From an optimization exercise on the open Yosys and OpenROAD flow, aimed at small area; shortcuts taken in it are not production practice. The RTL was checked by simulation tests, not by an equivalence proof against the original design. Power and IR drop assume default switching activity.

== exp/yarrow ==
Design reg_file, start of the top module:
module reg_file #(
  parameter int DATA_WIDTH = 64,
  parameter int ADDR_WIDTH = 5,
  parameter int ZERO_REG   = 31
) (
  input  logic                  clk,
  input  logic                  rst_n,
  input  logic [ADDR_WIDTH-1:0] read_reg1,
  input  logic [ADDR_WIDTH-1:0] read_reg2,
  input  logic [ADDR_WIDTH-1:0] write_reg,
  input  logic [DATA_WIDTH-1:0] write_data,
  input  logic                  reg_write,
  output logic [DATA_WIDTH-1:0] read_data1,
  output logic [DATA_WIDTH-1:0] read_data2
);
clock: 10.0 ns
lec_check: 0
cap_margin: 20
core_margin: 2
core_utilization: 40
place_density: 0.75
slew_margin: 20
synth_hierarchical: 1
standard.sh (not shown) runs the stock make flow with config.mk's settings and CLKGATE_MAP_FILE= SYNTH_SCRIPT=/design/flow/synth_recipe.tcl, a recipe that flattens the netlist after the stock synthesis.
==> flow/flow/run.sh <==
#!/bin/bash
# Layout flow: the standard ORFS flow (standard.sh) with these changes:
#  - the read selector's gates that synthesis upsized are downsized after
#    floorplan (post_floorplan.tcl);
#  - port buffers are the smallest buffer;
#  - after global placement, each net with many loads gets one buffer in
#    place of the buffer tree placement built (post_global_place.tcl);
#  - the clock tree uses larger sink clusters and no dummy loads.
# Each tool's output goes to a log file in this folder.
here=$(pwd)
export BUFFER_PORTS_ARGS="-buffer_cell sky130_fd_sc_hd__buf_1"
export CTS_ARGS="-sink_clustering_enable -repair_clock_nets -sink_clustering_size 27 -sink_clustering_max_diameter 100 -buf_list sky130_fd_sc_hd__clkbuf_16 -dont_use_dummy_load"
export POST_FLOORPLAN_TCL=$here/flow/post_floorplan.tcl
export POST_GLOBAL_PLACE_TCL=$here/flow/post_global_place.tcl
bash standard.sh > flow_standard.log 2>&1
==> flow/flow/post_global_place.tcl <==
# After timing-driven global placement: the buffer trees that placement's
# repair built on each net with many loads (the read selects, the write
# enables and the write data) are replaced by one buffer at the loads'
# centroid, and the net's driver is returned to the smallest drive strength.
# The resizer's repair after placement then sizes that buffer.
set min_fanout 30
set buf_cell sky130_fd_sc_hd__buf_4
set block [ord::get_db_block]
proc is_tree_buf {inst} {
  set m [[$inst getMaster] getName]
  return [expr {[regexp {__(buf|clkbuf)_\d+$} $m] && ![regexp {^(input|output)\d+} [$inst getName]]}]
}
proc out_net {inst} {
  foreach it [$inst getITerms] { if {[$it isOutputSignal]} { return [$it getNet] } }
  return "NULL"
}
proc sinks {net} {
  set s {}
  foreach it [$net getITerms] { if {[$it isInputSignal]} { lappend s $it } }
  return $s
}
# Collect the tree below a net: buffers and the final sink pins.
proc tree {net bufs_var leaves_var} {
  upvar $bufs_var bufs
  upvar $leaves_var leaves
  foreach it [sinks $net] {
    set i [$it getInst]
    if {[is_tree_buf $i]} {
      lappend bufs $i
      set on [out_net $i]
      if {$on != "NULL"} { tree $on bufs leaves }
    } else {
      lappend leaves $it
    }
  }
}
# Pass 1: the nets to re-buffer, by driver, and the buffers to remove.
set drivers {}
set allbufs {}
foreach net [$block getNets] {
  if {[$net getSigType] != "SIGNAL"} continue
  set drv ""
  foreach it [$net getITerms] { if {[$it isOutputSignal]} { set drv [$it getInst] } }
  if {$drv == "" || [is_tree_buf $drv]} continue
  set bufs {}; set leaves {}
  tree $net bufs leaves
  if {[llength $leaves] < $min_fanout || [llength $bufs] == 0} continue
  lappend drivers [$drv getName]
  foreach b $bufs { lappend allbufs [$b getName] }
}
puts "post_global_place: [llength $drivers] nets, [llength $allbufs] buffers to remove"
# remove_buffers removes every buffer that is not dont_touch, so the others
# are marked dont_touch for the call.
set keep {}
foreach inst [$block getInsts] {
  if {[regexp {__(buf|clkbuf)_\d+$} [[$inst getMaster] getName]] && [lsearch -exact $allbufs [$inst getName]] < 0} {
    lappend keep [$inst getName]
  }
}
if {[llength $keep] > 0} { set_dont_touch [get_cells $keep] }
if {[llength $allbufs] > 0} { remove_buffers }
if {[llength $keep] > 0} { unset_dont_touch [get_cells $keep] }
# Pass 2: one buffer per net at the loads' centroid; the driver then drives
# a single buffer input, so it goes back to the smallest drive strength.
set dbu [$block getDbUnitsPerMicron]
set done 0
foreach dn $drivers {
  set drv [$block findInst $dn]
  set net [out_net $drv]
  if {$net == "NULL"} { puts "post_global_place: no net on $dn [[$drv getMaster] getName]"; continue }
  set leaves [sinks $net]
  set sx 0; set sy 0
  foreach it $leaves { set l [[$it getInst] getLocation]; incr sx [lindex $l 0]; incr sy [lindex $l 1] }
  set n [llength $leaves]
  set cx [expr {double($sx) / $n / $dbu}]; set cy [expr {double($sy) / $n / $dbu}]
  insert_buffer -net [$net getName] -buffer_cell $buf_cell -location [list $cx $cy]
  set m [[$drv getMaster] getName]
  if {[regexp {^(.*)_(\d+)$} $m -> base sz] && $sz > 1 && ![regexp {^(input|output)\d+} $dn]} {
    if {[llength [get_lib_cells */${base}_1]] > 0} { replace_cell [get_cells $dn] ${base}_1 }
  }
  incr done
}
puts "post_global_place: $done nets, removed [llength $allbufs] buffers"
Other scripts of this flow, unchanged in this note and not shown: flow/flow/post_floorplan.tcl
Layout checks on exp/yarrow: not met. Flow itself completed; violations: max-capacitance violations, max-slew violations.
Input-level comparison between exp/delta and exp/yarrow:
-- flow/flow/post_global_place.tcl --
<<< exp/yarrow, line 1
# After timing-driven global placement: the buffer trees that placement's
# repair built on each net with many loads (the read selects, the write
# enables and the write data) are replaced by one buffer at the loads'
# centroid, and the net's driver is returned to the smallest drive strength.
# The resizer's repair after placement then sizes that buffer.
set min_fanout 30
>>> exp/delta, line 1
# After timing-driven global placement: the buffer trees that placement's
# repair built on each net with many loads (the read selects, the write
# enables and the write data) are replaced by one buffer next to the net's
# driver, and the driver is returned to the smallest drive strength.
# The resizer's repair after placement then sizes that buffer.
set min_fanout 30
<<< exp/yarrow, line 61
if {[llength $allbufs] > 0} { remove_buffers }
if {[llength $keep] > 0} { unset_dont_touch [get_cells $keep] }
# Pass 2: one buffer per net at the loads' centroid; the driver then drives
# a single buffer input, so it goes back to the smallest drive strength.
set dbu [$block getDbUnitsPerMicron]
>>> exp/delta, line 61
if {[llength $allbufs] > 0} { remove_buffers }
if {[llength $keep] > 0} { unset_dont_touch [get_cells $keep] }
# Pass 2: one buffer per net next to its driver, which then drives
# a single buffer input, so it goes back to the smallest drive strength.
set dbu [$block getDbUnitsPerMicron]
<<< exp/yarrow, line 69
  set net [out_net $drv]
  if {$net == "NULL"} { puts "post_global_place: no net on $dn [[$drv getMaster] getName]"; continue }
  set leaves [sinks $net]
  set sx 0; set sy 0
  foreach it $leaves { set l [[$it getInst] getLocation]; incr sx [lindex $l 0]; incr sy [lindex $l 1] }
  set n [llength $leaves]
  set cx [expr {double($sx) / $n / $dbu}]; set cy [expr {double($sy) / $n / $dbu}]
  insert_buffer -net [$net getName] -buffer_cell $buf_cell -location [list $cx $cy]
  set m [[$drv getMaster] getName]
>>> exp/delta, line 69
  set net [out_net $drv]
  if {$net == "NULL"} { puts "post_global_place: no net on $dn [[$drv getMaster] getName]"; continue }
  set dl [$drv getLocation]
  set cx [expr {double([lindex $dl 0]) / $dbu}]; set cy [expr {double([lindex $dl 1]) / $dbu}]
  insert_buffer -net [$net getName] -buffer_cell $buf_cell -location [list $cx $cy]
  set m [[$drv getMaster] getName]
Every stage of the flow completed for exp/delta, and the final layout passed the timing, design-rule and antenna checks.
Lower met2 layer usage reported by global route goes to exp/delta over exp/yarrow.
Across both runs, largest stage delay on the critical path was lower for exp/delta than for exp/yarrow.
Comparing exp/yarrow and exp/delta, count of plain and timing-repair buffers in the layout is lower on exp/delta.
exp/yarrow has a lower sequential portion of the cell area than exp/delta.
Between exp/yarrow and exp/delta, final antenna diode count is lower for exp/delta, exp/yarrow comes in above that.
Compared with exp/yarrow, exp/delta is more frugal on power.
In the final reports, the cell area of exp/delta is smaller than that of exp/yarrow.
exp/yarrow → exp/delta: relative contribution of sequential cells to total power has increased, detailed-router iteration count before antenna repair went down, arrival time of the worst setup path now smaller, number of design-rule violations left by the first detailed-router iteration went down.
Setup changes, exp/delta to exp/sierra
Settings: a deleted PLACE_DENSITY that had been 0.75.
-- flow/flow/run.sh --
<<< exp/delta, line 10
here=$(pwd)
export BUFFER_PORTS_ARGS="-buffer_cell sky130_fd_sc_hd__buf_1"
export CTS_ARGS="-sink_clustering_enable -repair_clock_nets -sink_clustering_size 27 -sink_clustering_max_diameter 100 -buf_list sky130_fd_sc_hd__clkbuf_16 -dont_use_dummy_load"
export POST_FLOORPLAN_TCL=$here/flow/post_floorplan.tcl
export POST_GLOBAL_PLACE_TCL=$here/flow/post_global_place.tcl
>>> exp/sierra, line 10
here=$(pwd)
export BUFFER_PORTS_ARGS="-buffer_cell sky130_fd_sc_hd__buf_1"
export CTS_ARGS="-sink_clustering_enable -repair_clock_nets -sink_clustering_size 29 -sink_clustering_max_diameter 100 -buf_list sky130_fd_sc_hd__clkbuf_16 -dont_use_dummy_load"
export POST_FLOORPLAN_TCL=$here/flow/post_floorplan.tcl
export POST_GLOBAL_PLACE_TCL=$here/flow/post_global_place.tcl
## What came out
Diff exp/delta..exp/sierra | total instance count after detailed placement | negligible. In the reports for exp/sierra and exp/delta, the larger non-clock buffer count belongs to exp/sierra. exp/sierra vs exp/delta: wire length up by a few percent. Compared with exp/delta, exp/sierra degrades total half-perimeter wirelength after legalization and detailed placement. In the tables for exp/sierra and exp/delta, via count reads higher with exp/delta. Looking at worst setup slack, exp/sierra sits below exp/delta.
For exp/indigo, these inputs were changed with respect to exp/sierra:
Settings: PLACE_DENSITY now 0.75, previously not set.
-- flow/flow/run.sh --
<<< exp/sierra, line 10
here=$(pwd)
export BUFFER_PORTS_ARGS="-buffer_cell sky130_fd_sc_hd__buf_1"
export CTS_ARGS="-sink_clustering_enable -repair_clock_nets -sink_clustering_size 29 -sink_clustering_max_diameter 100 -buf_list sky130_fd_sc_hd__clkbuf_16 -dont_use_dummy_load"
export POST_FLOORPLAN_TCL=$here/flow/post_floorplan.tcl
export POST_GLOBAL_PLACE_TCL=$here/flow/post_global_place.tcl
>>> exp/indigo, line 10
here=$(pwd)
export BUFFER_PORTS_ARGS="-buffer_cell sky130_fd_sc_hd__buf_1"
export CTS_ARGS="-sink_clustering_enable -repair_clock_nets -sink_clustering_size 16 -sink_clustering_max_diameter 80 -buf_list sky130_fd_sc_hd__clkbuf_8 -dont_use_dummy_load"
export POST_FLOORPLAN_TCL=$here/flow/post_floorplan.tcl
export POST_GLOBAL_PLACE_TCL=$here/flow/post_global_place.tcl
[summary]
exp/indigo has completed all stages; timing, DRC and antenna checks passed.
Clock distribution power for exp/indigo: about 3% down relative to exp/sierra
Any difference in total instance count after detailed placement between exp/indigo and exp/sierra is small enough to ignore.
In exp/indigo the count of nets after finishing turned out 53 higher than in exp/sierra.
Looking at via count, exp/indigo sits about 2.5% higher than exp/sierra does.
exp/indigo: part of the power in the clock network is 0.7 points lower than what exp/sierra reported.
| count of non-CTS buffers in the layout | exp/indigo vs exp/sierra | 11 lower |
Power: exp/indigo draws less than exp/sierra

==> static timing again, ports no longer ideal <==
The results above use ideal ports. As a check the final layouts listed here were re-extracted and re-timed, cells and wires unchanged. Step 1, drivers: a clkbuf_16 drives clk and a buf_2 each remaining input, both assumed. Step 2 adds t to the input delays and takes it off the output delays; t is the mean of the earliest and latest rising clock arrival at the registers after step 1. Input paths then give back, and output paths get back, about the clock's delay inside the block. Three values: no drivers, after step 1, after step 2; two values: the first two.
run | t (ns) | setup slack, ns | worst setup path at the end | clock arrival spread, ns | worst slew at a driven data input, ns
exp/yarrow | 0.839 | 0.266 / 0.239 / 0.239 | input to output | 0.107 / 0.106 | 0.20
exp/delta | 0.820 | 1.801 / 1.774 / 1.774 | input to output | 0.100 / 0.100 | 0.20
exp/sierra | 0.828 | 1.511 / 1.485 / 1.485 | input to output | 0.114 / 0.114 | 0.22
exp/indigo | 0.993 | 1.771 / 1.743 / 1.743 | input to output | 0.110 / 0.111 | 0.20
For exp/indigo, which loses most, drivers alone change the setup slack by -0.028 ns; drivers and shift together by -0.028 ns.
